Background: an optimization exercise with open tools, aiming at small area, a short achievable clock period and few clock cycles per item. Do not read the settings as production practice.
The RTL was checked by simulation tests, not by an equivalence proof against the original design.
Power figures rest on the tool's default switching activity, not on a simulated workload.

[design/flow/config.mk]
export PLATFORM = sky130hd
export DESIGN_NAME = unordered_value_table_unit
export DESIGN_NICKNAME = unordered_value_table_unit
export VERILOG_FILES = /design/flow/design.v
export SDC_FILE = /design/flow/constraint.sdc
export NUM_CORES = 4
export LEC_CHECK = 0
export CAP_MARGIN = 20
export CORE_MARGIN = 2
export CORE_UTILIZATION = 40
export PLACE_DENSITY = 0.6
export SETUP_SLACK_MARGIN = 2.6
export SLEW_MARGIN = 20
[design/flow/constraint.sdc]
create_clock -name core_clock -period 5.0 [get_ports {aclk}]
set_input_delay 1.0000 -clock core_clock [delete_from_list [all_inputs] [get_ports {aclk}]]
set_output_delay 1.0000 -clock core_clock [all_outputs]
set_load 0.01 [all_outputs]
[design/flow/design.v]
`timescale 1ns / 1ps
package uvt_pkg;
    localparam int CmdW    = 2;
    localparam int ValueW  = 32;
    localparam int StatusW = 2;
    localparam int FoundW  = 4;
    localparam int CountW  = 5;
    localparam int InDataW  = 40;
    localparam int OutDataW = 16;
    typedef enum logic [CmdW-1:0] {
        CMD_APPEND = 2'd0,
        CMD_POP    = 2'd1,
        CMD_LOCATE = 2'd2,
        CMD_REMOVE = 2'd3
    } uvt_cmd_t;
    typedef enum logic [StatusW-1:0] {
        STAT_OK        = 2'd0,
        STAT_NOT_FOUND = 2'd1,
        STAT_FULL      = 2'd2,
        STAT_EMPTY     = 2'd3
    } uvt_status_t;
    typedef enum logic [1:0] {
        ST_IDLE,
        ST_SCAN,
        ST_MOVE,
        ST_RESP
    } uvt_state_t;
endpackage
`timescale 1ns / 1ps
module uvt_ram #(
    parameter int WIDTH = 32,
    parameter int DEPTH = 16
) (
    input  logic                     aclk,
    input  logic [DEPTH-1:0]         we,      
    input  logic [WIDTH-1:0]         wdata,   
    input  logic [DEPTH-1:0]         lsel,    
    input  logic [WIDTH-1:0]         key,     
    output logic [DEPTH-1:0]         eq,      
    output logic [WIDTH-1:0]         rdata    
);
    logic [WIDTH-1:0] mem [DEPTH];
    always_ff @(posedge aclk) begin
        for (int j = 0; j < DEPTH; j++) begin
            if (we[j]) mem[j] <= wdata;
        end
    end
    always_comb begin
        rdata = '0;
        for (int j = 0; j < DEPTH; j++) begin
            eq[j] = (mem[j] == key);
            rdata = rdata | (mem[j] & {WIDTH{lsel[j]}});
        end
    end
endmodule
`timescale 1ns / 1ps
import uvt_pkg::*;
module unordered_value_table_unit #(
    parameter int DEPTH = 16
) (
    input  logic                aclk,
    input  logic                aresetn,
    input  logic                s_tvalid,
    output logic                s_tready,
    input  logic [uvt_pkg::InDataW-1:0]  s_tdata,
    output logic                m_tvalid,
    input  logic                m_tready,
    output logic [uvt_pkg::OutDataW-1:0] m_tdata
);
    localparam int AW = $clog2(DEPTH);
    localparam int CW = $clog2(DEPTH + 1);
    localparam int RW = StatusW + FoundW + CountW;
    logic              s_tready_reg;
    logic              e_valid;
    logic [CmdW-1:0]   e_cmd;
    logic [ValueW-1:0] e_val;
    logic [DEPTH-1:0]  e_eq;
    logic [DEPTH-1:0]  e_fix_sel;    
    logic              e_fix_val;    
    logic [CW-1:0]     cnt_reg;
    logic [DEPTH-1:0]  occ;
    logic [DEPTH-1:0]  last_sel;
    logic [1:0]        q_n;
    logic [RW-1:0]     q_head;
    logic [RW-1:0]     q_tail;
    logic              accept;
    logic              fire;
    logic              pop;
    logic [1:0]        q_n_next;
    logic              e_valid_next;
    assign accept = s_tvalid && s_tready_reg;
    assign fire   = e_valid && !q_n[1];
    assign pop    = q_n != 2'd0 && m_tready;
    assign q_n_next     = q_n - 2'(pop) + 2'(fire);
    assign e_valid_next = accept || (e_valid && !fire);
    assign s_tready = s_tready_reg;
    assign m_tvalid = q_n != 2'd0;
    assign m_tdata  = {{(OutDataW-RW){1'b0}}, q_head};
    logic [CmdW-1:0]   s_cmd;
    logic [ValueW-1:0] s_val;
    logic [DEPTH-1:0]  c_eq;
    logic              c_fix_eq;
    logic [ValueW-1:0] last_val;
    assign s_cmd     = s_tdata[CmdW-1:0];
    assign s_val     = s_tdata[CmdW+ValueW-1:CmdW];
    assign c_fix_eq  = s_val == wdata;
    logic              is_app, is_pop, is_loc, is_rem;
    logic [DEPTH-1:0]  eq;
    logic [DEPTH-1:0]  hit;
    logic [DEPTH-1:0]  first;
    logic [DEPTH-1:0]  app_sel;
    logic [DEPTH-1:0]  we;
    logic [ValueW-1:0] wdata;
    logic              any_hit;
    logic [AW-1:0]     fidx;
    logic              empty, full;
    logic              grow, shrink;
    logic [CW-1:0]     cnt_next;
    logic [DEPTH-1:0]  occ_next;
    logic [DEPTH-1:0]  last_next;
    logic [StatusW-1:0] stat;
    logic [RW-1:0]     res;
    assign is_app = e_cmd == CMD_APPEND;
    assign is_pop = e_cmd == CMD_POP;
    assign is_loc = e_cmd == CMD_LOCATE;
    assign is_rem = e_cmd == CMD_REMOVE;
    assign empty  = !occ[0];
    assign full   = occ[DEPTH-1];
    always_comb begin
        eq = (e_eq & ~e_fix_sel) | (e_fix_sel & {DEPTH{e_fix_val}});
        hit = eq & occ;
        first = '0;
        fidx = '0;
        for (int j = DEPTH - 1; j >= 0; j--) begin
            if (hit[j]) begin
                first = '0;
                first[j] = 1'b1;
                fidx = AW'(j);
            end
        end
        any_hit = |hit;
        app_sel = {last_sel[DEPTH-2:0], empty};
    end
    assign wdata = is_rem ? last_val : e_val;
    assign we    = fire ? (is_app ? app_sel : is_rem ? first : '0) : '0;
    assign grow   = is_app && !full;
    assign shrink = (is_pop && !empty) || (is_rem && any_hit);
    always_comb begin
        cnt_next  = cnt_reg;
        occ_next  = occ;
        last_next = last_sel;
        if (grow) begin
            cnt_next  = cnt_reg + CW'(1);
            occ_next  = {occ[DEPTH-2:0], 1'b1};
            last_next = app_sel;
        end else if (shrink) begin
            cnt_next  = cnt_reg - CW'(1);
            occ_next  = {1'b0, occ[DEPTH-1:1]};
            last_next = {1'b0, last_sel[DEPTH-1:1]};
        end
    end
    always_comb begin
        if (is_app) stat = full ? STAT_FULL : STAT_OK;
        else if (empty) stat = STAT_EMPTY;
        else if (is_pop || any_hit) stat = STAT_OK;
        else stat = STAT_NOT_FOUND;
    end
    assign res = {cnt_next, (is_loc || is_rem) ? fidx : AW'(0), stat};
    uvt_ram #(
        .WIDTH(ValueW),
        .DEPTH(DEPTH)
    ) u_entries (
        .aclk  (aclk),
        .we    (we),
        .wdata (wdata),
        .lsel  (last_sel),
        .key   (s_val),
        .eq    (c_eq),
        .rdata (last_val)
    );
    always_ff @(posedge aclk) begin
        if (!aresetn) begin
            e_valid      <= 1'b0;
            s_tready_reg <= 1'b1;
            cnt_reg      <= '0;
            occ          <= '0;
            last_sel     <= '0;
            q_n          <= 2'd0;
        end else begin
            e_valid      <= e_valid_next;
            s_tready_reg <= !e_valid_next || !q_n_next[1];
            if (fire) begin
                cnt_reg  <= cnt_next;
                occ      <= occ_next;
                last_sel <= last_next;
            end
            q_n <= q_n_next;
        end
    end
    always_ff @(posedge aclk) begin
        if (accept) begin
            e_cmd     <= s_cmd;
            e_val     <= s_val;
            e_eq      <= c_eq;
            e_fix_sel <= we;
            e_fix_val <= c_fix_eq;
        end
        if (q_n == 2'd0 || (q_n == 2'd1 && pop)) begin
            if (fire) q_head <= res;
        end else if (q_n == 2'd2 && pop) begin
            q_head <= q_tail;
        end
        if (fire && q_n == 2'd1 && !pop) q_tail <= res;
    end
endmodule
[design/flow/flow/run.sh]
#!/bin/bash
# Standard layout with two changes: ports are buffered by a plain buffer
# instead of the default pick, and the resizer may change a cell's footprint
# in every stage (the platform limits it to same-footprint swaps before
# global routing).
set -euo pipefail
export BUFFER_PORTS_ARGS="-buffer_cell sky130_fd_sc_hd__buf_4"
sed 's/CLKGATE_MAP_FILE= /CLKGATE_MAP_FILE= MATCH_CELL_FOOTPRINT=0 /' standard.sh > standard_fp.sh
cp standard_fp.sh standard_fp.sh.log
bash standard_fp.sh > standard.log 2>&1
[design/flow/standard.sh]
#!/bin/bash
# synth_recipe.tcl (not shown) runs the flow's synth.tcl, then flattens the netlist and writes it again
# the make line also repeats each setting of config.mk as NAME=value (left out here)
make -C /OpenROAD-flow-scripts/flow DESIGN_CONFIG=/design/flow/config.mk WORK_HOME=/design/flow/orfs CLKGATE_MAP_FILE= SYNTH_SCRIPT=/design/flow/synth_recipe.tcl "${@:-finish}"
==> results of run 1 <==
==> path summary, 6_finish.rpt <==
kind                    start         to  slack, ps  depth (start not counted)
setup / recovery  last_sel[4]  e_fix_val       2100                          9
hold / removal         occ[6]     occ[6]        530                          1
setup reg to reg  last_sel[4]  e_fix_val       2100                          9
hold reg to reg        occ[6]     occ[6]        530                          1
==> cell families (layout without fill, tap and decap cells) <==
logic type | count (synthesis) | in the layout
compound gates | 389 | 389
xor+xnor | 575 | 575
fa+ha+maj | 4 | 4
buf+inv | 179 | 494
flops | 642 | 642
mux | 50 | 50
other cells | 1 | 10
simple gates | 426 | 431
==> power by group through the flow <==
| stage | sequential [mW] | combinational [mW] | clock (mW) |
|---|---|---|---|
| 2_1_floorplan | 6.65 | 1.58 | 0 |
| 4_1_cts | 6.63 | 3.26 | 5.36 |
| 3_5_place_dp | 6.85 | 2.64 | 0 |
| 6_report | 6.64 | 3.78 | 5.36 |
| 3_3_place_gp | 6.84 | 2.62 | 0 |
| 5_1_grt | 6.65 | 3.82 | 5.58 |
==> worst max-delay path, delay by kind of cell, from the launching register on <==
| kind | cells | cell delay [ps] |
|---|---|---|
| xor+xnor | 1 | 230 |
| buf+inv | 1 | 190 |
| simple gates | 4 | 1160 |
| compound gates | 3 | 660 |
| flops | 1 | 430 |
==> routing by layer <==
metal,part of all wire,vias up,global-route usage,wire length (microns)
met2,0.40,2437,0.526,61100
met4,0.097,18,0.274,14900
met3,0.16,658,0.162,24800
met5,0.0018,-,0,283
li1,-,9220,-,-
met1,0.34,12193,0.477,52800
==> layout by cell type, fill, tap and decap left out, types with 23 or more instances in the layout <==
cell                          n
sky130_fd_sc_hd__a221oi_1    52
sky130_fd_sc_hd__a221oi_2    23
sky130_fd_sc_hd__a22o_1      75
sky130_fd_sc_hd__a22oi_1     92
sky130_fd_sc_hd__buf_12      46
sky130_fd_sc_hd__buf_4      193
sky130_fd_sc_hd__buf_6       47
sky130_fd_sc_hd__clkbuf_16  108
sky130_fd_sc_hd__dfxtp_1     23
sky130_fd_sc_hd__edfxtp_1   601
sky130_fd_sc_hd__mux2i_1     25
sky130_fd_sc_hd__nand2_1     63
sky130_fd_sc_hd__nand3_1     31
sky130_fd_sc_hd__nand4_1     52
sky130_fd_sc_hd__nor2_1      43
sky130_fd_sc_hd__nor4_1      95
sky130_fd_sc_hd__nor4_2      27
sky130_fd_sc_hd__o211a_1     29
sky130_fd_sc_hd__o21ai_0     29
sky130_fd_sc_hd__xnor2_1     35
sky130_fd_sc_hd__xor2_1     523
==> what timing repair did <==
item / 4_1_cts / 5_1_grt
hold buffers: 0 / 0
pin swaps: 40 / 60
resized for setup: 226 / 165
setup endpoints to repair: 1104 / 621
gates cloned: 39 / 6
buffers inserted: 106 / 55
==> final cells by class <==
cell class	instances	area, sq um
fillers	6289	36500
inverters	14	57.6
flip-flops and latches	642	18900
repair buffers	344	4240
clock inverters	37	299
clock buffers	99	2050
diodes	5	12.5
multi-input cells	1454	12500
well taps	978	1220
==> impl_table.tex, run 1 <==
\begin{tabular}{lr}
\hline
Metric & Value \\
\hline
\multicolumn{2}{l}{\textbf{Outcome}} \\
Run status & timing/DRC/antenna clean \\
\multicolumn{2}{l}{\textbf{STA}} \\
Final setup skew & around 30 ps \\
Final setup violation count & 0 \\
Summed negative setup slack over all endpoints & 0 ps \\
Hold slack & 533 ps \\
Post-route clock period utilization & 0.580 \\
RSZ-0062 raised after global routing & yes \\
Number of failing hold endpoints at the final stage & 0 \\
Final worst path period need & approximately 2900 ps \\
Slew Limit Headroom & 0.224 \\
Tightest Pin Transition & 1160 ps \\
Maximum clock rate & 0.345 GHz \\
Max-slew violation count & 0 \\
Worst Setup Slack, final & $\sim$2100 ps \\
\multicolumn{2}{l}{\textbf{Placed design}} \\
Gp weighted congestion & about 1.1 \\
Setup slack after placement & about 1200 ps \\
Post-DP HPWL & 93,100 microns \\
Placement-stage cell area & between 30,000 and 40,000 sq um \\
IO Port Bufs & 50 \\
Cells after DPL & roughly 3,200 \\
\multicolumn{2}{l}{\textbf{Final layout}} \\
Top Registers & u\_entries.mem x512, e\_val x32 \\
Largest reg by FF count & u\_entries.mem \\
Largest register FFs & $\sim$510 \\
Layout cells sized above 1 & 0.269 \\
Non-Filler Instances & 3,573 \\
Area Growth Syn to Fin & 28.3\% \\
Final cell utilization of the core & 0.518 \\
Net count, final & between 2,000 and 3,000 \\
Design Area, Final & between 30,000 and 40,000 sq um \\
\multicolumn{2}{l}{\textbf{Power and ir drop}} \\
Clock network fraction of design power & 0.340 \\
Switching part of the total power & 0.314 \\
Total power consumption of the routed design & approximately 16 mW \\
Maximum resistive drop on vdd & between 200 and 300 uV \\
Cell-internal power & $\sim$11 mW \\
Share of total power in combinational logic & 0.240 \\
Leakage power & 13.9 nW \\
Fraction of power consumed by sequential logic & 0.421 \\
Switching power total & roughly 5.0 mW \\
PD cells & roughly 400 nW/um\^{}2 \\
\multicolumn{2}{l}{\textbf{Min path}} \\
HP Class & flop to flop \\
\multicolumn{2}{l}{\textbf{Clock tree}} \\
Level count of the clock H-tree & 3 \\
Maximum clock insertion buffer count & 3 \\
Clock edge transition at the registers on the reported setup and hold paths & roughly 60 ps \\
Clock tree root driver cell & sky130\_fd\_sc\_hd\_\_clkbuf\_16 \\
Number of buffers created by CTS & 74 \\
CTS tree & done \\
Clock latency on the worst-skew pair & 650 ps \\
CTS sink count & 642 \\
\multicolumn{2}{l}{\textbf{Worst setup path}} \\
CP max-delay cell & sky130\_fd\_sc\_hd\_\_dfxtp\_4 \\
CP endpoint kind & flop \\
Critical Path Most Common Cell & sky130\_fd\_sc\_hd\_\_nor3\_4 \\
Worst Path Required & about 5400 ps \\
Highest net fanout along the worst path & 8 \\
Crit Path Class & flop to flop \\
CP peak stage delay & about 430 ps \\
Cell breakdown of the critical path & buf\_8, a22o\_1, a221oi\_1, and4\_1, xor2\_1, nand4\_1, nor3\_4, a41oi\_4, nor3\_4 \\
Signal arrival time at the worst endpoint & roughly 3400 ps \\
Startpoint type of the worst setup path & flop \\
\multicolumn{2}{l}{\textbf{GRT}} \\
Initial antenna violation count & 14 \\
Total global routing overflow & 0 \\
All-Layer GR Usage & 0.381 \\
Vias in the first global route & about 22,000 \\
First-pass GRT wire length & approximately 200,000 microns \\
Largest net degree at the start of global routing & 56 \\
\multicolumn{2}{l}{\textbf{Yosys}} \\
Leading cell types by count after synthesis & 601 x sky130\_fd\_sc\_hd\_\_edfxtp\_1, 535 x sky130\_fd\_sc\_hd\_\_xor2\_1, 131 x sky130\_fd\_sc\_hd\_\_nor4\_1 \\
Simple-gate share of the synthesized area & 0.0747 \\
Most frequently used flop master after synthesis & sky130\_fd\_sc\_hd\_\_edfxtp\_1 \\
Yosys warns & 3 \\
Per-instance average area after synthesis & 13.5 sq um \\
Count of flip-flops with a built-in enable after synthesis & approximately 600 \\
Synthesis-stage register bit count & $\sim$640 \\
Leading cell type by number of instances after synthesis & sky130\_fd\_sc\_hd\_\_edfxtp\_1 \\
Proportion of netlist area held by the largest area contributor & 0.589 \\
Proportion of synthesized area in mux cells & 0.0173 \\
Proportion of register bits with asynchronous set or reset after synthesis & 0 \\
Compound-cell area share of the yosys netlist & 0.101 \\
Sequential cell area fraction in the yosys report & 0.616 \\
Distinct cell type count after synthesis & 54 \\
Main area contributors after synthesis & sky130\_fd\_sc\_hd\_\_edfxtp\_1 59\%, sky130\_fd\_sc\_hd\_\_xor2\_1 15\%, sky130\_fd\_sc\_hd\_\_dfxtp\_1 2.7\%, sky130\_fd\_sc\_hd\_\_nor4\_1 2.7\%, sky130\_fd\_sc\_hd\_\_a22oi\_1 2.5\% \\
Gate Count Post-Synth & 2,266 \\
Synth Cell Area & 30,600 sq um \\
Main combinational cell family by area after synthesis & XOR/XNOR gates \\
Post-synthesis xor/xnor area fraction & 0.164 \\
Adder and majority cell fraction of the synthesized area & 0.00163 \\
Cell accounting for the most synthesized area & sky130\_fd\_sc\_hd\_\_edfxtp\_1 \\
\multicolumn{2}{l}{\textbf{Die}} \\
Std-Cell Core Area & 75,800 sq um \\
Overall die height & between 200 and 300 microns \\
Area of the die & between 70,000 and 80,000 sq um \\
Die X & approximately 280 microns \\
Number of core rows & 101 \\
Starting density of the core & 0.404 \\
I/O pin count & 62 \\
\multicolumn{2}{l}{\textbf{Detailed routing}} \\
Routed vias & 24,526 \\
Initial DRT Pass Iterations & 6 \\
Drt first-iter violations & between 5,000 and 6,000 \\
Routed Antenna Nets & 0 \\
Via-per-instance ratio & roughly 6.9 \\
Detail-routed net length per standard cell & roughly 43 microns \\
Remaining design rule violation count & 0 \\
Overall routed net length & between 150,000 and 200,000 microns \\
\multicolumn{2}{l}{\textbf{Job}} \\
Max Cap Viol & 0 \\
\hline
\end{tabular}
Testbench counts, summed over its fixed seeds: cycles 12,016, items 12,000.
==> inputs of run 2 (changes only) <==
--- a/design/flow/config.mk
+++ b/design/flow/config.mk
@@ -8,6 +8,6 @@
 export CAP_MARGIN = 20
 export CORE_MARGIN = 2
-export CORE_UTILIZATION = 40
-export PLACE_DENSITY = 0.6
-export SETUP_SLACK_MARGIN = 2.6
+export CORE_UTILIZATION = 55
+export PLACE_DENSITY = 0.75
+export SETUP_SLACK_MARGIN = 2.3
 export SLEW_MARGIN = 20
==> run 2 against run 1 <==
Against the previous run:
- global-route usage rose by 10 points
- sequential share of layout area up 3.4 points
- first-iteration DRC count down 1.7%
- synthesized area stayed put
- total power shrank 3.9%
- cell count shrank 9.4%
- critical path type is now primary input to flop
==> impl_table.tex, run 2 <==
\begin{tabular}{lr}
\hline
Metric & Value \\
\hline
\multicolumn{2}{l}{\textbf{Outcome}} \\
Run status & timing/DRC/antenna clean \\
\multicolumn{2}{l}{\textbf{STA}} \\
Max-slew violation count & 0 (unchanged) \\
Summed negative setup slack over all endpoints & 0 ps (unchanged) \\
RSZ-0062 raised after global routing & yes \\
Final worst path period need & 2850 ps (-49.3 ps) \\
Tightest Pin Transition & 1210 ps (+48.2 ps) \\
Final setup skew & 18.3 ps (-11.2 ps) \\
Slew Limit Headroom & 0.187 (-0.0370) \\
Final setup violation count & 0 (unchanged) \\
Number of failing hold endpoints at the final stage & 0 (unchanged) \\
Post-route clock period utilization & 0.571 (-0.00985) \\
Maximum clock rate & 0.351 GHz (+1.7\%) \\
\multicolumn{2}{l}{\textbf{Worst setup path}} \\
CP endpoint kind & flop \\
Slack of the worst reg-to-reg path & 2230 ps (+130 ps) \\
Kind of cell with the highest combined delay on the critical path & simple AND/OR/NAND/NOR gates \\
Crit Path Class & primary input to flop \\
CP max-delay cell & sky130\_fd\_sc\_hd\_\_nor4\_1 \\
Startpoint type of the worst setup path & primary input \\
CP peak stage delay & 800 ps (+370 ps) \\
FF-to-FF path depth & 7 (-2) \\
Worst Path Required & 5440 ps (about the same) \\
Reg-to-Reg Start & e\_fix\_val \\
Worst r2r dst & u\_entries.mem[7][28] \\
Number of buffers and inverters on the critical path & 1 (unchanged) \\
Highest net fanout along the worst path & 19 (+11) \\
Signal arrival time at the worst endpoint & 3290 ps (-60 ps) \\
Cell breakdown of the critical path & buf\_4, xor2\_1, nor4\_1, nand4\_1, nor2\_1 \\
\multicolumn{2}{l}{\textbf{Yosys}} \\
Proportion of netlist area held by the largest area contributor & 0.589 (unchanged) \\
Main area contributors after synthesis & sky130\_fd\_sc\_hd\_\_edfxtp\_1 59\%, sky130\_fd\_sc\_hd\_\_xor2\_1 15\%, sky130\_fd\_sc\_hd\_\_dfxtp\_1 2.7\%, sky130\_fd\_sc\_hd\_\_nor4\_1 2.7\%, sky130\_fd\_sc\_hd\_\_a22oi\_1 2.5\% \\
Proportion of register bits with asynchronous set or reset after synthesis & 0 (unchanged) \\
Count of flip-flops with a built-in enable after synthesis & 601 (unchanged) \\
Synthesis-stage register bit count & 642 (unchanged) \\
Per-instance average area after synthesis & 13.5 sq um (unchanged) \\
Distinct cell type count after synthesis & 54 (unchanged) \\
Synth Cell Area & 30,600 sq um (unchanged) \\
Sequential cell area fraction in the yosys report & 0.616 (unchanged) \\
Leading cell type by number of instances after synthesis & sky130\_fd\_sc\_hd\_\_edfxtp\_1 \\
Leading cell types by count after synthesis & 601 x sky130\_fd\_sc\_hd\_\_edfxtp\_1, 535 x sky130\_fd\_sc\_hd\_\_xor2\_1, 131 x sky130\_fd\_sc\_hd\_\_nor4\_1 \\
Cell accounting for the most synthesized area & sky130\_fd\_sc\_hd\_\_edfxtp\_1 \\
Yosys warns & 3 (unchanged) \\
Gate Count Post-Synth & 2,266 (unchanged) \\
Most frequently used flop master after synthesis & sky130\_fd\_sc\_hd\_\_edfxtp\_1 \\
\multicolumn{2}{l}{\textbf{GRT}} \\
Largest net degree at the start of global routing & 57 (+1.8\%) \\
Routing layer with the top usage in global route & met2 \\
Met1 track utilization from global routing & 0.627 (+0.151) \\
First-pass GRT wire length & 183,000 microns (-8.2\%) \\
Vias in the first global route & 21,617 (-3.4\%) \\
All-Layer GR Usage & 0.482 (+0.100) \\
Global routing usage on met3 & 0.177 (+0.0150) \\
GRT met2 Usage & 0.680 (+0.154) \\
Initial antenna violation count & 9 (-5) \\
Total global routing overflow & 0 (unchanged) \\
\multicolumn{2}{l}{\textbf{Clock tree}} \\
CTS tree & done \\
Clock edge transition at the registers on the reported setup and hold paths & 60 ps (about the same) \\
CTS sink count & 642 (unchanged) \\
Number of buffers created by CTS & 71 (-4.1\%) \\
Clock latency on the worst-skew pair & 630 ps (-20 ps) \\
Number of buffers inserted by hold repair at cts & 0 (unchanged) \\
Clock tree root driver cell & sky130\_fd\_sc\_hd\_\_clkbuf\_16 \\
Level count of the clock H-tree & 3 (unchanged) \\
Maximum clock insertion buffer count & 3 (unchanged) \\
\multicolumn{2}{l}{\textbf{Power and ir drop}} \\
PD cells & 413 nW/um\^{}2 (+2.9\%) \\
Total power consumption of the routed design & 15.2 mW (-3.9\%) \\
Share of total power in combinational logic & 0.226 (-0.014) \\
Cell-internal power & 10.5 mW (-3.2\%) \\
Clock network fraction of design power & 0.336 (-0.004) \\
Maximum resistive drop on vdd & 305 uV (+15\%) \\
Switching power total & 4.68 mW (-5.5\%) \\
Switching part of the total power & 0.309 (-0.00527) \\
Leakage power & 13.0 nW (-6.7\%) \\
Fraction of power consumed by sequential logic & 0.438 (+0.017) \\
\multicolumn{2}{l}{\textbf{Die}} \\
Number of core rows & 86 (-15\%) \\
Std-Cell Core Area & 55,100 sq um (-27\%) \\
I/O pin count & 62 (unchanged) \\
Starting density of the core & 0.556 (+0.152) \\
Die X & 240 microns (-15\%) \\
Overall die height & 240 microns (-15\%) \\
Area of the die & 57,600 sq um (-27\%) \\
\multicolumn{2}{l}{\textbf{Detailed routing}} \\
Remaining design rule violation count & 0 (unchanged) \\
Detail-routed net length per standard cell & 43.5 microns (+0.98\%) \\
Routed vias & 23,698 (-3.4\%) \\
Via-per-instance ratio & 7.32 (+6.6\%) \\
Overall routed net length & 141,000 microns (-8.5\%) \\
Initial DRT Pass Iterations & 8 (+2) \\
Routed Antenna Nets & 0 (unchanged) \\
Drt first-iter violations & 5,024 (-1.7\%) \\
\multicolumn{2}{l}{\textbf{Min path}} \\
Number of instances on the worst hold path & 2 (+1) \\
Startpoint of the worst hold path & cnt\_reg[4] \\
HP Class & flop to flop \\
Endpoint, Worst Hold & cnt\_reg[4] \\
\multicolumn{2}{l}{\textbf{Final layout}} \\
Leading cell type in the layout, fill and taps excluded & sky130\_fd\_sc\_hd\_\_edfxtp\_1 \\
Top Registers & u\_entries.mem x512, e\_val x32 \\
Most frequent cells in the layout & 601 x sky130\_fd\_sc\_hd\_\_edfxtp\_1, 528 x sky130\_fd\_sc\_hd\_\_xor2\_1, 178 x sky130\_fd\_sc\_hd\_\_buf\_4 \\
Net count, final & 2,482 (-3.7\%) \\
Layout cells sized above 1 & 0.204 (-0.0652) \\
Area Growth Syn to Fin & 19.8\% \\
Largest reg by FF count & u\_entries.mem \\
Layout fillers & 4,006 (-36\%) \\
Non-Filler Instances & 3,238 (-9.4\%) \\
Largest register FFs & 512 (unchanged) \\
Final cell utilization of the core & 0.666 (+0.148) \\
\multicolumn{2}{l}{\textbf{Job}} \\
Max Cap Viol & 0 (unchanged) \\
\multicolumn{2}{l}{\textbf{Placed design}} \\
IO Port Bufs & 50 (unchanged) \\
Gp weighted congestion & 1.07 (-4.0\%) \\
Cells after DPL & 3,007 (-6.8\%) \\
Post-DP HPWL & 93,400 microns (+0.34\%) \\
\hline
\end{tabular}
run 2: cell families (layout without fill, tap and decap cells):
group / Yosys count / in the layout / share of synthesized area
AO/OA/AOI/OAI: 389 / 389 / 0.101
buffers and inverters: 179 / 393 / 0.0247
other: 1 / 9 / 0.000122
flip-flops: 642 / 642 / 0.616
AND/OR/NAND/NOR: 426 / 428 / 0.0747
adder cells (fa/ha/maj): 4 / 4 / 0.00163
XOR/XNOR: 575 / 575 / 0.164
multiplexers: 50 / 50 / 0.0173
run 2: worst min-delay path, cell delays in order, from the launching register on:
cell and delay, ps:
sky130_fd_sc_hd__dfxtp_1 320, sky130_fd_sc_hd__o21ai_0 70, sky130_fd_sc_hd__a21boi_0 70
run 2: final cells by class:
type                    instances  area [sq um]  area share
multi-input cells            1451         11900       0.323
inverters                      14          52.6     0.00143
clock buffers                  93          1940      0.0530
diodes                          4          10.0    0.000273
clock inverters                32           233     0.00634
repair buffers                254          2740      0.0746
flip-flops and latches        642         18900       0.516
well taps                     748           936      0.0255
run 2: timing repair:
item | CTS | global route
buffers inserted | 69 | 27
setup endpoints to repair | 683 | 290
gates cloned | 3 | 3
resized for setup | 99 | 97
pin swaps | 24 | 33
run 2: per-stage QoR:
stage                     hold slack [ps]  worst slack [ps]  cell area [sq um]
after detailed placement              503              1010              32300
after global routing                  550              2230              36700
final                                 507              2150              36700
after floorplan                       477              1990              30800
after global placement                489               999              32300
after CTS                             511              2300              35800
run 2: routing by layer:
layer	share of wire	vias to the layer above
li1	-	9007
met1	0.34	11745
met2	0.40	2402
met3	0.17	534
met4	0.091	10
met5	0.00048	-
run 2: worst max path at each step:
stage	startpoint	endpoint	slack, ps	depth (start not counted)
2_1_floorplan	q_n[1]	s_tready_reg	1990	11
3_3_place_gp	s_tdata[24]	e_fix_val	1000	9
3_5_place_dp	s_tdata[24]	e_fix_val	1010	9
4_1_cts	last_sel[10]	e_fix_val	2300	9
5_1_grt	e_fix_val	u_entries.mem[14][28]	2230	10
6_report	s_tdata[18]	e_eq[0]	2150	5
run 2: power groups by stage:
stage               Clock [mW]  Sequential (mW)  Combinational, mW
floorplan                    0             6.64               1.55
global placement             0             6.84               2.58
detailed placement           0             6.85               2.62
CTS                       5.06             6.65               3.02
global route              5.25             6.65               3.45
finish                    5.09             6.64               3.42
==> inputs of run 3 (changes only) <==
--- a/design/flow/config.mk
+++ b/design/flow/config.mk
@@ -8,6 +8,7 @@
 export CAP_MARGIN = 20
 export CORE_MARGIN = 2
-export CORE_UTILIZATION = 55
-export PLACE_DENSITY = 0.75
+export CORE_UTILIZATION = 40
+export GPL_ROUTABILITY_DRIVEN = 0
+export PLACE_DENSITY = 0.6
 export SETUP_SLACK_MARGIN = 2.3
 export SLEW_MARGIN = 20
==> run 3 against run 2 <==
Against the previous run:
- sequential power about the same
- hold slack improved by 7.6 ps
- via count decreased by 0.11%
- first-iteration DRC count decreased by 5.4%
- global-route usage decreased by 14 points
- clock power about the same
- critical path depth unchanged
- register-to-register slack got worse by 110 ps
- clock-buffer cell count decreased by 5
- flip-flop and latch count unchanged
- utilization decreased by 18 points
==> impl_table.tex, run 3 <==
\begin{tabular}{lr}
\hline
Metric & Value \\
\hline
\multicolumn{2}{l}{\textbf{Final layout}} \\
Most frequent cells in the layout & 601 x sky130\_fd\_sc\_hd\_\_edfxtp\_1, 531 x sky130\_fd\_sc\_hd\_\_xor2\_1, 183 x sky130\_fd\_sc\_hd\_\_buf\_4 \\
Leading cell type in the layout, fill and taps excluded & sky130\_fd\_sc\_hd\_\_edfxtp\_1 \\
Area Growth Syn to Fin & 19.4\% \\
Top Registers & u\_entries.mem x512, e\_val x32 \\
Area taken by flip-flops and latches & 18,900 sq um (unchanged) \\
Layout cells sized above 1 & 0.189 (-0.0149) \\
Design Area, Final & 36,600 sq um (-0.41\%) \\
Area taken by multi-input logic gates & 11,600 sq um (-2.1\%) \\
Net count, final & 2,472 (-0.40\%) \\
Layout fillers & 6,515 (+63\%) \\
Largest register FFs & 512 (unchanged) \\
Largest reg by FF count & u\_entries.mem \\
\multicolumn{2}{l}{\textbf{Die}} \\
Area of the die & 78,800 sq um (+37\%) \\
Starting density of the core & 0.404 (-0.152) \\
Overall die height & 281 microns (+17\%) \\
Number of core rows & 101 (+17\%) \\
Std-Cell Core Area & 75,800 sq um (+38\%) \\
I/O pin count & 62 (unchanged) \\
Die X & 281 microns (+17\%) \\
\multicolumn{2}{l}{\textbf{STA}} \\
Number of failing hold endpoints at the final stage & 0 (unchanged) \\
Slew Limit Headroom & 0.190 (+0.00337) \\
Final setup skew & 40.8 ps (+22.5 ps) \\
Maximum clock rate & 0.337 GHz (-3.7\%) \\
Tightest Pin Transition & 1200 ps (-5.00 ps) \\
Max-slew violation count & 0 (unchanged) \\
Post-route clock period utilization & 0.593 (+0.0221) \\
Final worst path period need & 2960 ps (+110 ps) \\
RSZ-0062 raised after global routing & yes \\
Final setup violation count & 0 (unchanged) \\
Summed negative setup slack over all endpoints & 0 ps (unchanged) \\
\multicolumn{2}{l}{\textbf{Detailed routing}} \\
Detail-routed net length per standard cell & 39.9 microns (-8.2\%) \\
Met3 layer wire length in the routed design & 21,500 microns (-7.7\%) \\
Overall routed net length & 138,000 microns (-1.9\%) \\
Remaining design rule violation count & 0 (unchanged) \\
Drt first-iter violations & 4,753 (-5.4\%) \\
Initial DRT Pass Iterations & 9 (+1) \\
Via-per-instance ratio & 6.84 (-6.6\%) \\
Post-route met1 wirelength & 47,000 microns (-1.5\%) \\
DR WL met2 & 56,700 microns (-0.54\%) \\
Routed Antenna Nets & 0 (unchanged) \\
Top routing layer in use & met5 \\
Routed vias & 23,671 (-0.11\%) \\
\multicolumn{2}{l}{\textbf{Clock tree}} \\
Clock tree root driver cell & sky130\_fd\_sc\_hd\_\_clkbuf\_16 \\
Clock edge transition at the registers on the reported setup and hold paths & 60 ps (about the same) \\
Maximum clock insertion buffer count & 3 (unchanged) \\
Level count of the clock H-tree & 3 (unchanged) \\
Number of buffers inserted by hold repair at cts & 0 (unchanged) \\
Clock latency on the worst-skew pair & 650 ps (+20 ps) \\
CTS tree & done \\
CTS sink count & 642 (unchanged) \\
Number of buffers created by CTS & 71 (unchanged) \\
\multicolumn{2}{l}{\textbf{Power and ir drop}} \\
Clock network fraction of design power & 0.341 (+0.005) \\
Switching part of the total power & 0.310 (+0.000729) \\
Cell-internal power & 10.3 mW (-1.4\%) \\
Switching power total & 4.63 mW (-1.1\%) \\
Leakage power & 12.8 nW (-1.5\%) \\
PD cells & 409 nW/um\^{}2 (-0.93\%) \\
Total power consumption of the routed design & 15.0 mW (-1.3\%) \\
Maximum resistive drop on vdd & 327 uV (+7.3\%) \\
Share of total power in combinational logic & 0.216 (-0.010) \\
Fraction of power consumed by sequential logic & 0.443 (+0.005) \\
\multicolumn{2}{l}{\textbf{Yosys}} \\
Most frequently used flop master after synthesis & sky130\_fd\_sc\_hd\_\_edfxtp\_1 \\
Count of flip-flops with a built-in enable after synthesis & 601 (unchanged) \\
Proportion of register bits with asynchronous set or reset after synthesis & 0 (unchanged) \\
Leading cell type by number of instances after synthesis & sky130\_fd\_sc\_hd\_\_edfxtp\_1 \\
Synthesis-stage register bit count & 642 (unchanged) \\
Leading cell types by count after synthesis & 601 x sky130\_fd\_sc\_hd\_\_edfxtp\_1, 535 x sky130\_fd\_sc\_hd\_\_xor2\_1, 131 x sky130\_fd\_sc\_hd\_\_nor4\_1 \\
Cell accounting for the most synthesized area & sky130\_fd\_sc\_hd\_\_edfxtp\_1 \\
Per-instance average area after synthesis & 13.5 sq um (unchanged) \\
Sequential cell area fraction in the yosys report & 0.616 (unchanged) \\
Gate Count Post-Synth & 2,266 (unchanged) \\
Main area contributors after synthesis & sky130\_fd\_sc\_hd\_\_edfxtp\_1 59\%, sky130\_fd\_sc\_hd\_\_xor2\_1 15\%, sky130\_fd\_sc\_hd\_\_dfxtp\_1 2.7\%, sky130\_fd\_sc\_hd\_\_nor4\_1 2.7\%, sky130\_fd\_sc\_hd\_\_a22oi\_1 2.5\% \\
Synth Cell Area & 30,600 sq um (unchanged) \\
Distinct cell type count after synthesis & 54 (unchanged) \\
Yosys warns & 3 (unchanged) \\
Proportion of netlist area held by the largest area contributor & 0.589 (unchanged) \\
\multicolumn{2}{l}{\textbf{Outcome}} \\
Run status & timing/DRC/antenna clean \\
\multicolumn{2}{l}{\textbf{GRT}} \\
Vias in the first global route & 21,588 (-0.13\%) \\
First-pass GRT wire length & 182,000 microns (-0.68\%) \\
All-Layer GR Usage & 0.343 (-0.139) \\
Largest net degree at the start of global routing & 45 (-21\%) \\
Total global routing overflow & 0 (unchanged) \\
Initial antenna violation count & 22 (+13) \\
\multicolumn{2}{l}{\textbf{Placed design}} \\
IO Port Bufs & 50 (unchanged) \\
Placement-stage cell area & 32,600 sq um (+0.84\%) \\
Post-DP HPWL & 90,500 microns (-3.2\%) \\
\multicolumn{2}{l}{\textbf{Worst setup path}} \\
CP peak stage delay & 850 ps (+50 ps) \\
CP max-delay cell & sky130\_fd\_sc\_hd\_\_nor4\_1 \\
Cell breakdown of the critical path & buf\_4, xor2\_1, nor4\_1, nand4\_1, nor2\_1 \\
Startpoint type of the worst setup path & primary input \\
Signal arrival time at the worst endpoint & 3330 ps (+40 ps) \\
CP endpoint kind & flop \\
Crit Path Class & primary input to flop \\
Highest net fanout along the worst path & 19 (unchanged) \\
Worst Path Required & 5370 ps (-70 ps) \\
\multicolumn{2}{l}{\textbf{Job}} \\
Max Cap Viol & 0 (unchanged) \\
\multicolumn{2}{l}{\textbf{Min path}} \\
HP Class & flop to flop \\
\hline
\end{tabular}
run 3: cell counts after synthesis:
Identical to the previous run, type by type.
run 3: per-layer routing:
metal / vias to the layer above / track usage
li1: 9010 / -
met4: 24 / 0.244
met5: - / 0.0113
met2: 2355 / 0.485
met1: 11662 / 0.421
met3: 620 / 0.142
run 3: logic make-up (layout without fill, tap and decap cells):
family / after synthesis / in the layout / synth area share
AOI/OAI and AO/OA: 389 / 389 / 0.101
xor gates and xnor gates: 575 / 575 / 0.164
adders and majority gates: 4 / 4 / 0.00163
buffers and inverters: 179 / 384 / 0.0247
DFF: 642 / 642 / 0.616
muxes: 50 / 50 / 0.0173
other: 1 / 13 / 0.000122
and+or+nand+nor: 426 / 427 / 0.0747
run 3: critical path: cells and delay by family:
family        cells  cell delay (ps)
xor+xnor          1              390
buf+inv           1              290
simple gates      3             1630
run 3: repair_timing:
item / in CTS / in global routing
pin swaps: 22 / 9
buffers inserted: 87 / 3
cloned: 1 / 6
endpoints found under the setup margin: 694 / 427
gates resized for setup: 83 / 54
run 3: path summary, 6_finish.rpt:
kind / startpoint / endpoint / slack [ps] / depth (start not counted)
hold reg to reg: cnt_reg[4] / cnt_reg[4] / 520 / 2
hold / removal: cnt_reg[4] / cnt_reg[4] / 520 / 2
setup reg to reg: last_sel[7] / e_fix_val / 2120 / 9
setup / recovery: s_tdata[33] / e_eq[12] / 2040 / 5
run 3: area by class of cell:
type	count	share of cell area
multi-input cells	1450	0.318
repair buffers	245	0.0694
inverters	14	0.00151
clock inverters	37	0.00917
diodes	8	0.000548
clock buffers	88	0.0503
well taps	978	0.0335
flip-flops and latches	642	0.518
run 3: power by group through the flow:
stage	logic [mW]	clock network [mW]	registers, mW
final	3.23	5.09	6.62
after global routing	3.28	5.27	6.64
after CTS	3.00	5.08	6.61
after detailed placement	2.59	0	6.84
after global placement	2.56	0	6.83
after floorplan	1.55	0	6.64
run 3: metrics by stage:
step	cells	utilization	hold slack, ps	setup WS (ps)
finish	3462	0.482	515	2040
global route	3454	0.482	533	2170
CTS	3444	0.476	524	2300
detailed placement	3231	0.429	516	1310
global placement	3230	0.429	486	1330
floorplan	2270	-	477	1990
==> inputs of run 4 (changes only) <==
--- a/design/flow/config.mk
+++ b/design/flow/config.mk
@@ -9,5 +9,4 @@
 export CORE_MARGIN = 2
 export CORE_UTILIZATION = 40
-export GPL_ROUTABILITY_DRIVEN = 0
 export PLACE_DENSITY = 0.6
 export SETUP_SLACK_MARGIN = 2.3
==> run 4 against run 3 <==
Against the previous run:
- critical path type unchanged
- hold slack improved by 7.3 ps
- via count decreased by 3.7%
- still clean on timing, DRC and antenna
- clock skew fell by 10 ps
==> impl_table.tex, run 4 <==
\begin{tabular}{lr}
\hline
Metric & Value \\
\hline
\multicolumn{2}{l}{\textbf{Final layout}} \\
Largest register FFs & 512 (unchanged) \\
Area Growth Syn to Fin & 19.3\% (about the same) \\
Layout fillers & 6,569 (+0.83\%) \\
Layout cells sized above 1 & 0.191 (+0.00229) \\
Largest reg by FF count & u\_entries.mem \\
Leading cell type in the layout, fill and taps excluded & sky130\_fd\_sc\_hd\_\_edfxtp\_1 \\
Most frequent cells in the layout & 601 x sky130\_fd\_sc\_hd\_\_edfxtp\_1, 529 x sky130\_fd\_sc\_hd\_\_xor2\_1, 191 x sky130\_fd\_sc\_hd\_\_buf\_4 \\
Area taken by multi-input logic gates & 11,600 sq um (-0.36\%) \\
Net count, final & 2,474 (+0.081\%) \\
Area taken by flip-flops and latches & 18,900 sq um (unchanged) \\
Top Registers & u\_entries.mem x512, e\_val x32 \\
\multicolumn{2}{l}{\textbf{Die}} \\
Die X & 281 microns (unchanged) \\
Number of core rows & 101 (unchanged) \\
Area of the die & 78,800 sq um (unchanged) \\
Std-Cell Core Area & 75,800 sq um (unchanged) \\
I/O pin count & 62 (unchanged) \\
Starting density of the core & 0.404 (unchanged) \\
Overall die height & 281 microns (unchanged) \\
\multicolumn{2}{l}{\textbf{STA}} \\
Tightest Pin Transition & 1270 ps (+65.5 ps) \\
Post-route clock period utilization & 0.576 (-0.0165) \\
Summed negative setup slack over all endpoints & 0 ps (unchanged) \\
Maximum clock rate & 0.347 GHz (+2.9\%) \\
Worst Setup Slack, final & 2120 ps (+82.4 ps) \\
RSZ-0062 raised after global routing & yes \\
Final setup skew & 30.5 ps (-10.3 ps) \\
Slew Limit Headroom & 0.146 (-0.0441) \\
Number of failing hold endpoints at the final stage & 0 (unchanged) \\
Final setup violation count & 0 (unchanged) \\
Final worst path period need & 2880 ps (-82.4 ps) \\
Hold slack & 522 ps (+7.25 ps) \\
Max-slew violation count & 0 (unchanged) \\
\multicolumn{2}{l}{\textbf{Yosys}} \\
Adder and majority cell fraction of the synthesized area & 0.00163 (unchanged) \\
Leading cell type by number of instances after synthesis & sky130\_fd\_sc\_hd\_\_edfxtp\_1 \\
Cell accounting for the most synthesized area & sky130\_fd\_sc\_hd\_\_edfxtp\_1 \\
Main combinational cell family by area after synthesis & XOR/XNOR gates \\
Synthesis-stage register bit count & 642 (unchanged) \\
Synth Cell Area & 30,600 sq um (unchanged) \\
Count of flip-flops with a built-in enable after synthesis & 601 (unchanged) \\
Simple-gate share of the synthesized area & 0.0747 (unchanged) \\
Proportion of netlist area held by the largest area contributor & 0.589 (unchanged) \\
Post-synthesis xor/xnor area fraction & 0.164 (unchanged) \\
Yosys warns & 3 (unchanged) \\
Sequential cell area fraction in the yosys report & 0.616 (unchanged) \\
Gate Count Post-Synth & 2,266 (unchanged) \\
Leading cell types by count after synthesis & 601 x sky130\_fd\_sc\_hd\_\_edfxtp\_1, 535 x sky130\_fd\_sc\_hd\_\_xor2\_1, 131 x sky130\_fd\_sc\_hd\_\_nor4\_1 \\
Per-instance average area after synthesis & 13.5 sq um (unchanged) \\
Compound-cell area share of the yosys netlist & 0.101 (unchanged) \\
Proportion of synthesized area in mux cells & 0.0173 (unchanged) \\
Distinct cell type count after synthesis & 54 (unchanged) \\
Proportion of register bits with asynchronous set or reset after synthesis & 0 (unchanged) \\
Main area contributors after synthesis & sky130\_fd\_sc\_hd\_\_edfxtp\_1 59\%, sky130\_fd\_sc\_hd\_\_xor2\_1 15\%, sky130\_fd\_sc\_hd\_\_dfxtp\_1 2.7\%, sky130\_fd\_sc\_hd\_\_nor4\_1 2.7\%, sky130\_fd\_sc\_hd\_\_a22oi\_1 2.5\% \\
Most frequently used flop master after synthesis & sky130\_fd\_sc\_hd\_\_edfxtp\_1 \\
\multicolumn{2}{l}{\textbf{Power and ir drop}} \\
Clock network fraction of design power & 0.351 (+0.010) \\
PD cells & 415 nW/um\^{}2 (+1.5\%) \\
Switching power total & 4.65 mW (+0.42\%) \\
Total power consumption of the routed design & 15.2 mW (+1.4\%) \\
Leakage power & 12.8 nW (+0.46\%) \\
Cell-internal power & 10.5 mW (+1.9\%) \\
Fraction of power consumed by sequential logic & 0.439 (-0.004) \\
Share of total power in combinational logic & 0.210 (-0.006) \\
Maximum resistive drop on vdd & 286 uV (-13\%) \\
Switching part of the total power & 0.307 (-0.00305) \\
\multicolumn{2}{l}{\textbf{Worst setup path}} \\
Kind of cell with the highest combined delay on the critical path & simple AND/OR/NAND/NOR gates \\
Startpoint type of the worst setup path & primary input \\
CP peak stage delay & 1040 ps (+190 ps) \\
Slack of the worst reg-to-reg path & 2230 ps (+110 ps) \\
Highest net fanout along the worst path & 20 (+1) \\
Number of buffers and inverters on the critical path & 1 (unchanged) \\
CP max-delay cell & sky130\_fd\_sc\_hd\_\_nor4\_1 \\
Worst Path Required & 5460 ps (+90 ps) \\
Crit Path Class & primary input to flop \\
CP endpoint kind & flop \\
Signal arrival time at the worst endpoint & 3340 ps (about the same) \\
Cell breakdown of the critical path & buf\_4, xor2\_1, nor4\_1, nand4\_1, nor2\_1 \\
\multicolumn{2}{l}{\textbf{Detailed routing}} \\
Remaining design rule violation count & 0 (unchanged) \\
Via-per-instance ratio & 6.58 (-3.7\%) \\
Routed Antenna Nets & 0 (unchanged) \\
Detail-routed net length per standard cell & 41.8 microns (+4.8\%) \\
Overall routed net length & 145,000 microns (+4.8\%) \\
Routed vias & 22,795 (-3.7\%) \\
Initial DRT Pass Iterations & 6 (-3) \\
Drt first-iter violations & 4,087 (-14\%) \\
\multicolumn{2}{l}{\textbf{Clock tree}} \\
Maximum clock insertion buffer count & 3 (unchanged) \\
CTS tree & done \\
Clock tree root driver cell & sky130\_fd\_sc\_hd\_\_clkbuf\_16 \\
Level count of the clock H-tree & 3 (unchanged) \\
CTS sink count & 642 (unchanged) \\
Number of buffers inserted by hold repair at cts & 0 (unchanged) \\
Number of buffers created by CTS & 73 (+2.8\%) \\
Clock edge transition at the registers on the reported setup and hold paths & 60 ps (about the same) \\
Clock latency on the worst-skew pair & 630 ps (-20 ps) \\
\multicolumn{2}{l}{\textbf{Placed design}} \\
Gp weighted congestion & approximately 1.1 \\
IO Port Bufs & 50 (unchanged) \\
Post-DP HPWL & 100,000 microns (+11\%) \\
Setup slack after placement & 1320 ps (+9.09 ps) \\
\multicolumn{2}{l}{\textbf{GRT}} \\
Largest net degree at the start of global routing & 58 (+29\%) \\
Vias in the first global route & 21,309 (-1.3\%) \\
Initial antenna violation count & 9 (-59\%) \\
All-Layer GR Usage & 0.361 (+0.0181) \\
Total global routing overflow & 0 (unchanged) \\
First-pass GRT wire length & 189,000 microns (+4.0\%) \\
\multicolumn{2}{l}{\textbf{Job}} \\
Max Cap Viol & 0 (unchanged) \\
\multicolumn{2}{l}{\textbf{Outcome}} \\
Run status & timing/DRC/antenna clean \\
\multicolumn{2}{l}{\textbf{Min path}} \\
HP Class & flop to flop \\
\hline
\end{tabular}
==> run 4: cell count changes in the layout (fill, tap and decap cells not counted), sizes merged <==
cell	before	now
bufinv	4	5
inv	19	17
buf	240	238
diode	8	1
clkinvlp	4	2
clkbuf	93	97
clkinv	24	32
==> run 4: cells by family after synthesis <==
kind of cell | Yosys count
flops | 642
xor+xnor | 575
buf+inv | 179
fa+ha+maj | 4
simple gates | 426
other cells | 1
compound gates | 389
mux | 50
==> run 4: what timing repair did <==
item / CTS / global route
buffers inserted: 46 / 28
setup endpoints to repair: 680 / 434
gates resized for setup: 81 / 53
cloned: 4 / 5
pin swaps: 18 / 21
==> run 4: cell type report <==
cell class,instances,share of cell area
Antenna cell,1,0.0000685
Clock buffer,90,0.0535
Clock inverter,42,0.00942
Inverter,14,0.00144
Multi-Input combinational cell,1450,0.317
Sequential cell,642,0.518
Tap cell,978,0.0335
Timing Repair Buffer,245,0.0671
==> run 4: final timing paths <==
kind                            depth (start not counted)                    to  startpoint
worst max-delay path                                    5              e_eq[14]  s_tdata[6]
worst min-delay path                                    2            cnt_reg[4]  cnt_reg[4]
worst min register to register                          2            cnt_reg[4]  cnt_reg[4]
worst max register to register                         10  u_entries.mem[15][0]   e_fix_val
==> run 4: worst register-to-register path, cell delays in order, from the launching register on <==
cell and delay [ps]:
sky130_fd_sc_hd__edfxtp_1 430, sky130_fd_sc_hd__buf_12 180, sky130_fd_sc_hd__mux2_4 310, sky130_fd_sc_hd__a2bb2oi_4 190
sky130_fd_sc_hd__and4_4 260, sky130_fd_sc_hd__and3_4 210, sky130_fd_sc_hd__and3_4 190, sky130_fd_sc_hd__nand2b_1 90
sky130_fd_sc_hd__a21oi_4 160, sky130_fd_sc_hd__buf_12 180, sky130_fd_sc_hd__clkbuf_16 240
==> run 4: power groups by stage <==
stage	clock network [mW]	logic (mW)	registers, mW
2_1_floorplan	0	1.55	6.64
3_3_place_gp	0	2.68	6.82
3_5_place_dp	0	2.70	6.83
4_1_cts	5.34	2.92	6.67
5_1_grt	5.53	3.27	6.67
6_report	5.33	3.18	6.66
==> run 4: per-stage QoR <==
step            util  instance area, sq um  instances
2_1_floorplan      -                 30800       2270
3_3_place_gp   0.430                 32600       3245
3_5_place_dp   0.431                 32700       3246
4_1_cts        0.474                 35900       3428
5_1_grt        0.482                 36500       3461
6_report       0.482                 36500       3462
==> run 4: metal layers <==
metal  part of all wire  global-route usage
met1               0.37               0.463
met2               0.42               0.530
met3               0.13               0.108
met4              0.086               0.237
met5             0.0015                   0
==> inputs of run 5 (changes only) <==
--- a/design/flow/config.mk
+++ b/design/flow/config.mk
@@ -12,2 +12,3 @@
 export SETUP_SLACK_MARGIN = 2.3
 export SLEW_MARGIN = 20
+export TNS_END_PERCENT = 30
==> run 5 against run 4 <==
Against the previous run:
- still clean on timing, DRC and antenna
- final area grew 0.91%
- maximum frequency decreased by 6.4%
- clock-buffer cell count up 3
- global-route usage is 0.74 points lower
- synthesized area is the same
- clock skew is 0.85 ps lower
- combinational power up 6.3%
- cell count increased by 0.20%
- total power grew 1.7%
- critical path depth unchanged
- hold slack got worse by 9.5 ps
- sequential share of layout area down 0.47 points
- highest routed layer unchanged
==> impl_table.tex, run 5 <==
\begin{tabular}{lr}
\hline
Metric & Value \\
\hline
\multicolumn{2}{l}{\textbf{Outcome}} \\
Run status & timing/DRC/antenna clean \\
\multicolumn{2}{l}{\textbf{GRT}} \\
First-pass GRT wire length & 187,000 microns (-1.1\%) \\
Total global routing overflow & 0 (unchanged) \\
Largest net degree at the start of global routing & 57 (-1.7\%) \\
Initial antenna violation count & 6 (-3) \\
Vias in the first global route & 21,700 (+1.8\%) \\
All-Layer GR Usage & 0.354 (-0.00741) \\
\multicolumn{2}{l}{\textbf{STA}} \\
Final setup skew & 29.6 ps (-0.854 ps) \\
Final worst path period need & 3080 ps (+198 ps) \\
Final setup violation count & 0 (unchanged) \\
Post-route clock period utilization & 0.616 (+0.0396) \\
Number of failing hold endpoints at the final stage & 0 (unchanged) \\
Tightest Pin Transition & 1320 ps (+50.9 ps) \\
Max-slew violation count & 0 (unchanged) \\
RSZ-0062 raised after global routing & yes \\
Slew Limit Headroom & 0.112 (-0.0342) \\
Summed negative setup slack over all endpoints & 0 ps (unchanged) \\
Maximum clock rate & 0.325 GHz (-6.4\%) \\
\multicolumn{2}{l}{\textbf{Worst setup path}} \\
Startpoint type of the worst setup path & primary input \\
Crit Path Class & primary input to flop \\
Number of buffers and inverters on the critical path & 1 (unchanged) \\
CP peak stage delay & 1080 ps (+40 ps) \\
Cell breakdown of the critical path & buf\_4, xor2\_1, nor4\_1, nand4\_1, nor2\_1 \\
Highest net fanout along the worst path & 19 (-5.0\%) \\
Worst Path Required & 5370 ps (-90 ps) \\
Kind of cell with the highest combined delay on the critical path & simple AND/OR/NAND/NOR gates \\
Signal arrival time at the worst endpoint & 3450 ps (+110 ps) \\
CP endpoint kind & flop \\
CP max-delay cell & sky130\_fd\_sc\_hd\_\_nor4\_1 \\
\multicolumn{2}{l}{\textbf{Detailed routing}} \\
Routed Antenna Nets & 0 (unchanged) \\
Via-per-instance ratio & 6.69 (+1.6\%) \\
Initial DRT Pass Iterations & 6 (unchanged) \\
Remaining design rule violation count & 0 (unchanged) \\
Routed vias & 23,200 (+1.8\%) \\
Detail-routed net length per standard cell & 40.7 microns (-2.7\%) \\
Drt first-iter violations & 4,461 (+9.2\%) \\
Overall routed net length & 141,000 microns (-2.5\%) \\
\multicolumn{2}{l}{\textbf{Final layout}} \\
Area Growth Syn to Fin & 20.3\% \\
Leading cell type in the layout, fill and taps excluded & sky130\_fd\_sc\_hd\_\_edfxtp\_1 \\
Largest reg by FF count & u\_entries.mem \\
Top Registers & u\_entries.mem x512, e\_val x32 \\
Most frequent cells in the layout & 601 x sky130\_fd\_sc\_hd\_\_edfxtp\_1, 524 x sky130\_fd\_sc\_hd\_\_xor2\_1, 186 x sky130\_fd\_sc\_hd\_\_buf\_4 \\
Layout fillers & 6,580 (+0.17\%) \\
Layout cells sized above 1 & 0.200 (+0.00894) \\
Net count, final & 2,482 (+0.32\%) \\
Design Area, Final & 36,900 sq um (+0.91\%) \\
Largest register FFs & 512 (unchanged) \\
\multicolumn{2}{l}{\textbf{Clock tree}} \\
Level count of the clock H-tree & 3 (unchanged) \\
Maximum clock insertion buffer count & 3 (unchanged) \\
CTS sink count & 642 (unchanged) \\
CTS tree & done \\
Clock edge transition at the registers on the reported setup and hold paths & 60 ps (about the same) \\
Clock tree root driver cell & sky130\_fd\_sc\_hd\_\_clkbuf\_16 \\
Clock latency on the worst-skew pair & 640 ps (about the same) \\
Number of buffers created by CTS & 73 (unchanged) \\
\multicolumn{2}{l}{\textbf{Yosys}} \\
Sequential cell area fraction in the yosys report & 0.616 (unchanged) \\
Proportion of netlist area held by the largest area contributor & 0.589 (unchanged) \\
Per-instance average area after synthesis & 13.5 sq um (unchanged) \\
Proportion of register bits with asynchronous set or reset after synthesis & 0 (unchanged) \\
Main area contributors after synthesis & sky130\_fd\_sc\_hd\_\_edfxtp\_1 59\%, sky130\_fd\_sc\_hd\_\_xor2\_1 15\%, sky130\_fd\_sc\_hd\_\_dfxtp\_1 2.7\%, sky130\_fd\_sc\_hd\_\_nor4\_1 2.7\%, sky130\_fd\_sc\_hd\_\_a22oi\_1 2.5\% \\
Leading cell type by number of instances after synthesis & sky130\_fd\_sc\_hd\_\_edfxtp\_1 \\
Cell accounting for the most synthesized area & sky130\_fd\_sc\_hd\_\_edfxtp\_1 \\
Leading cell types by count after synthesis & 601 x sky130\_fd\_sc\_hd\_\_edfxtp\_1, 535 x sky130\_fd\_sc\_hd\_\_xor2\_1, 131 x sky130\_fd\_sc\_hd\_\_nor4\_1 \\
Synth Cell Area & 30,600 sq um (unchanged) \\
Distinct cell type count after synthesis & 54 (unchanged) \\
Count of flip-flops with a built-in enable after synthesis & 601 (unchanged) \\
Most frequently used flop master after synthesis & sky130\_fd\_sc\_hd\_\_edfxtp\_1 \\
Gate Count Post-Synth & 2,266 (unchanged) \\
Yosys warns & 3 (unchanged) \\
Synthesis-stage register bit count & 642 (unchanged) \\
\multicolumn{2}{l}{\textbf{Power and ir drop}} \\
Share of total power in combinational logic & 0.219 (+0.009) \\
Clock network fraction of design power & 0.351 (about the same) \\
Cell-internal power & 10.7 mW (+2.1\%) \\
Maximum resistive drop on vdd & 293 uV (+2.4\%) \\
Switching part of the total power & 0.304 (-0.00284) \\
PD cells & 418 nW/um\^{}2 (+0.76\%) \\
Fraction of power consumed by sequential logic & 0.430 (-0.009) \\
Switching power total & 4.68 mW (+0.73\%) \\
Leakage power & 12.9 nW (+0.69\%) \\
\multicolumn{2}{l}{\textbf{Die}} \\
Die X & 281 microns (unchanged) \\
Starting density of the core & 0.404 (unchanged) \\
Overall die height & 281 microns (unchanged) \\
Number of core rows & 101 (unchanged) \\
Area of the die & 78,800 sq um (unchanged) \\
Std-Cell Core Area & 75,800 sq um (unchanged) \\
I/O pin count & 62 (unchanged) \\
\multicolumn{2}{l}{\textbf{Placed design}} \\
Post-DP HPWL & 94,800 microns (-5.2\%) \\
Placement-stage cell area & 32,600 sq um (-0.32\%) \\
Gp weighted congestion & 1.09 (+1.2\%) \\
IO Port Bufs & 50 (unchanged) \\
\multicolumn{2}{l}{\textbf{Min path}} \\
HP Class & flop to flop \\
\multicolumn{2}{l}{\textbf{Job}} \\
Max Cap Viol & 0 (unchanged) \\
\hline
\end{tabular}
[run 5: tightest hold or removal path, cell delays in order (launching register included)]
cell and delay, ps:
sky130_fd_sc_hd__dfxtp_1 330, sky130_fd_sc_hd__o21ai_0 70, sky130_fd_sc_hd__a21boi_0 70
[run 5: what timing repair did]
item / CTS / global route
pin swaps: 31 / 18
buffers inserted: 79 / 17
cloned: 3 / 2
hold buffers: 0 / 0
resized for setup: 117 / 45
endpoints found under the setup margin: 579 / 438
hold endpoints to repair: 0 / 0
[run 5: layout make-up]
type                            count  area (sq um)  share of cell area
Sequential cell                   642         18900               0.513
Multi-Input combinational cell   1450         11700               0.318
Timing Repair Buffer              253          2570              0.0697
Clock buffer                       93          1990              0.0539
Tap cell                          978          1220              0.0332
Clock inverter                     35           350             0.00950
Inverter                           14          55.1             0.00149
Antenna cell                        4          10.0            0.000272
[run 5: final timing paths]
check | startpoint | end | slack (ps) | depth (start not counted)
max reg2reg | u_entries.mem[10][3] | e_eq[10] | 2160 | 4
min | cnt_reg[4] | cnt_reg[4] | 510 | 2
min reg2reg | cnt_reg[4] | cnt_reg[4] | 510 | 2
max | s_tdata[5] | e_eq[10] | 1920 | 5
[run 5: cells by family (layout without fill, tap and decap cells)]
kind of cell | count (synthesis) | in the layout | synth area share
AOI/OAI and AO/OA | 389 | 389 | 0.101
xor gates and xnor gates | 575 | 575 | 0.164
adders and majority gates | 4 | 4 | 0.00163
buffers and inverters | 179 | 395 | 0.0247
DFF | 642 | 642 | 0.616
muxes | 50 | 50 | 0.0173
other | 1 | 9 | 0.000122
and+or+nand+nor | 426 | 427 | 0.0747
[run 5: metrics by stage]
stage | util | setup slack [ps] | hold slack (ps) | total power [mW] | std cells
finish | 0.486 | 1920 | 513 | 15.4 | 3469
global route | 0.486 | 2150 | 538 | 15.7 | 3465
CTS | 0.480 | 2160 | 518 | 15.2 | 3445
floorplan | - | 1970 | 477 | 8.20 | 2270
global placement | 0.429 | 1380 | 488 | 9.46 | 3235
detailed placement | 0.429 | 1400 | 510 | 9.49 | 3235
[run 5: power by group through the flow]
stage               Clock, mW  Combinational [mW]  Sequential, mW
global route             5.63                3.46            6.64
floorplan                   0                1.55            6.65
global placement            0                2.64            6.82
finish                   5.41                3.38            6.63
CTS                      5.41                3.13            6.62
detailed placement          0                2.66            6.83
[run 5: routing by layer]
layer	global-route usage	routed length [microns]	vias to the layer above
li1	-	-	9003
met1	0.451	50000	11597
met2	0.505	58300	2094
met3	0.125	20400	496
met4	0.236	12500	10
met5	0.0100	144	-
==> inputs of run 6 (changes only) <==
--- a/design/flow/flow/run.sh
+++ b/design/flow/flow/run.sh
@@ -5,5 +5,5 @@
 # global routing).
 set -euo pipefail
-export BUFFER_PORTS_ARGS="-buffer_cell sky130_fd_sc_hd__buf_4"
+export BUFFER_PORTS_ARGS="-buffer_cell sky130_fd_sc_hd__buf_8"
 sed 's/CLKGATE_MAP_FILE= /CLKGATE_MAP_FILE= MATCH_CELL_FOOTPRINT=0 /' standard.sh > standard_fp.sh
 cp standard_fp.sh standard_fp.sh.log
--- a/design/flow/config.mk
+++ b/design/flow/config.mk
@@ -12,3 +12,2 @@
 export SETUP_SLACK_MARGIN = 2.3
 export SLEW_MARGIN = 20
-export TNS_END_PERCENT = 30
==> run 6 against run 5 <==
Against the previous run:
- critical path type is now flop to flop
- flip-flop and latch count unchanged
- clock power grew 1%
- final area increased by 1.8%
- hold slack better by 12 ps
- highest routed layer unchanged
==> impl_table.tex, run 6 <==
\begin{tabular}{lr}
\hline
Metric & Value \\
\hline
\multicolumn{2}{l}{\textbf{Placed design}} \\
Cells after DPL & 3,235 (unchanged) \\
Setup slack after placement & 1230 ps (-164 ps) \\
Post-DP HPWL & 98,100 microns (+3.5\%) \\
IO Port Bufs & 50 (unchanged) \\
Gp weighted congestion & 1.05 (-3.4\%) \\
\multicolumn{2}{l}{\textbf{Clock tree}} \\
Maximum clock insertion buffer count & 3 (unchanged) \\
Number of buffers created by CTS & 75 (+2.7\%) \\
Clock edge transition at the registers on the reported setup and hold paths & 60 ps (about the same) \\
Clock latency on the worst-skew pair & 670 ps (+30 ps) \\
\multicolumn{2}{l}{\textbf{Detailed routing}} \\
Met3 layer wire length in the routed design & 18,100 microns (-11\%) \\
Remaining design rule violation count & 0 (unchanged) \\
Post-route met1 wirelength & 54,000 microns (+8.1\%) \\
Detail-routed net length per standard cell & 41.9 microns (+2.9\%) \\
Via-per-instance ratio & 6.65 (-0.49\%) \\
Routed vias & 23,126 (-0.32\%) \\
\multicolumn{2}{l}{\textbf{Final layout}} \\
Final cell utilization of the core & 0.495 (+0.00858) \\
Layout fillers & 6,543 (-0.56\%) \\
Non-Filler Instances & 3,475 (+0.17\%) \\
Leading cell type in the layout, fill and taps excluded & sky130\_fd\_sc\_hd\_\_edfxtp\_1 \\
Layout cells sized above 1 & 0.205 (+0.00521) \\
\multicolumn{2}{l}{\textbf{STA}} \\
Max-slew violation count & 0 (unchanged) \\
RSZ-0062 raised after global routing & yes \\
Post-route clock period utilization & 0.566 (-0.0494) \\
Number of failing hold endpoints at the final stage & 0 (unchanged) \\
Worst Setup Slack, final & 2170 ps (+247 ps) \\
\multicolumn{2}{l}{\textbf{Yosys}} \\
Most frequently used flop master after synthesis & sky130\_fd\_sc\_hd\_\_edfxtp\_1 \\
Distinct cell type count after synthesis & 54 (unchanged) \\
Count of flip-flops with a built-in enable after synthesis & 601 (unchanged) \\
Main area contributors after synthesis & sky130\_fd\_sc\_hd\_\_edfxtp\_1 59\%, sky130\_fd\_sc\_hd\_\_xor2\_1 15\%, sky130\_fd\_sc\_hd\_\_dfxtp\_1 2.7\%, sky130\_fd\_sc\_hd\_\_nor4\_1 2.7\%, sky130\_fd\_sc\_hd\_\_a22oi\_1 2.5\% \\
Leading cell type by number of instances after synthesis & sky130\_fd\_sc\_hd\_\_edfxtp\_1 \\
Synthesis-stage register bit count & 642 (unchanged) \\
\multicolumn{2}{l}{\textbf{GRT}} \\
Largest net degree at the start of global routing & 41 (-28\%) \\
\multicolumn{2}{l}{\textbf{Die}} \\
I/O pin count & 62 (unchanged) \\
Starting density of the core & 0.404 (unchanged) \\
Overall die height & 281 microns (unchanged) \\
Std-Cell Core Area & 75,800 sq um (unchanged) \\
Die X & 281 microns (unchanged) \\
Number of core rows & 101 (unchanged) \\
Area of the die & 78,800 sq um (unchanged) \\
\multicolumn{2}{l}{\textbf{Power and ir drop}} \\
PD cells & 416 nW/um\^{}2 (-0.50\%) \\
\multicolumn{2}{l}{\textbf{Job}} \\
Max Cap Viol & 0 (unchanged) \\
\multicolumn{2}{l}{\textbf{Worst setup path}} \\
CP endpoint kind & flop \\
CP max-delay cell & sky130\_fd\_sc\_hd\_\_dfxtp\_4 \\
Crit Path Class & flop to flop \\
Startpoint type of the worst setup path & flop \\
Signal arrival time at the worst endpoint & 3300 ps (-150 ps) \\
CP peak stage delay & 410 ps (-670 ps) \\
\multicolumn{2}{l}{\textbf{Min path}} \\
HP Class & primary input to flop \\
\multicolumn{2}{l}{\textbf{Outcome}} \\
Run status & timing/DRC/antenna clean \\
\hline
\end{tabular}
## run 6: cell counts after synthesis
Identical to the previous run, type by type.
## run 6: routing by layer
layer  track usage  vias to the layer above
met4         0.215                        2
met3        0.0659                      393
li1              -                     9014
met5             0                        -
met2         0.528                     1982
met1         0.478                    11735
## run 6: kinds of logic (layout without fill, tap and decap cells)
group,count (synthesis),after routing,synth area share
multiplexers,50,50,0.0173
adder cells (fa/ha/maj),4,4,0.00163
XOR/XNOR,575,575,0.164
AO/OA/AOI/OAI,389,389,0.101
buffers and inverters,179,405,0.0247
AND/OR/NAND/NOR,426,427,0.0747
flip-flops,642,642,0.616
other,1,5,0.000122
## run 6: path summary, 6_finish.rpt
kind / startpoint / end / slack [ps]
max: last_sel[7] / e_fix_val / 2170
min: s_tdata[1] / e_cmd[1] / 520
max reg2reg: last_sel[7] / e_fix_val / 2170
min reg2reg: occ[6] / occ[6] / 530
## run 6: metrics by stage
stage	power, mW	hold slack [ps]	instance area (sq um)
2_1_floorplan	8.20	477	30800
3_3_place_gp	9.59	484	33000
3_5_place_dp	9.62	514	33000
4_1_cts	15.1	510	36000
5_1_grt	15.9	513	37500
6_report	15.6	525	37500
## run 6: layout make-up
class / count / area [sq um] / share of cell area
repair buffers: 256 / 3140 / 0.0838
clock inverters: 42 / 389 / 0.0104
inverters: 14 / 52.6 / 0.00140
multi-input cells: 1450 / 11800 / 0.314
well taps: 978 / 1220 / 0.0326
flip-flops and latches: 642 / 18900 / 0.505
clock buffers: 93 / 1990 / 0.0529
## run 6: where the power goes
part           switching [mW]  internal, mW
Sequential              0.241          6.43
Combinational            2.25          1.22
Clock                    2.34          3.14
## run 6: timing repair
action / in CTS / in global routing
pin swaps: 12 / 29
setup endpoints to repair: 761 / 456
gates cloned: 2 / 7
endpoints found under the hold margin: 0 / 0
buffers inserted: 26 / 69
resized for setup: 58 / 101
## run 6: worst reg2reg max path, delay by kind of cell, from the launching register on
family / cells / cell delay, ps
AOI/OAI and AO/OA: 3 / 810
xor gates and xnor gates: 1 / 200
buffers and inverters: 1 / 190
DFF: 1 / 410
and+or+nand+nor: 4 / 1030

Check on run 6: ideal ports give 2.168 ns setup slack; a clkbuf_16 on the clock port and buf_2 on the inputs give 2.168 ns; moving port delays by the midpoint clock arrival (0.716 ns) as well gives 1.523 ns.
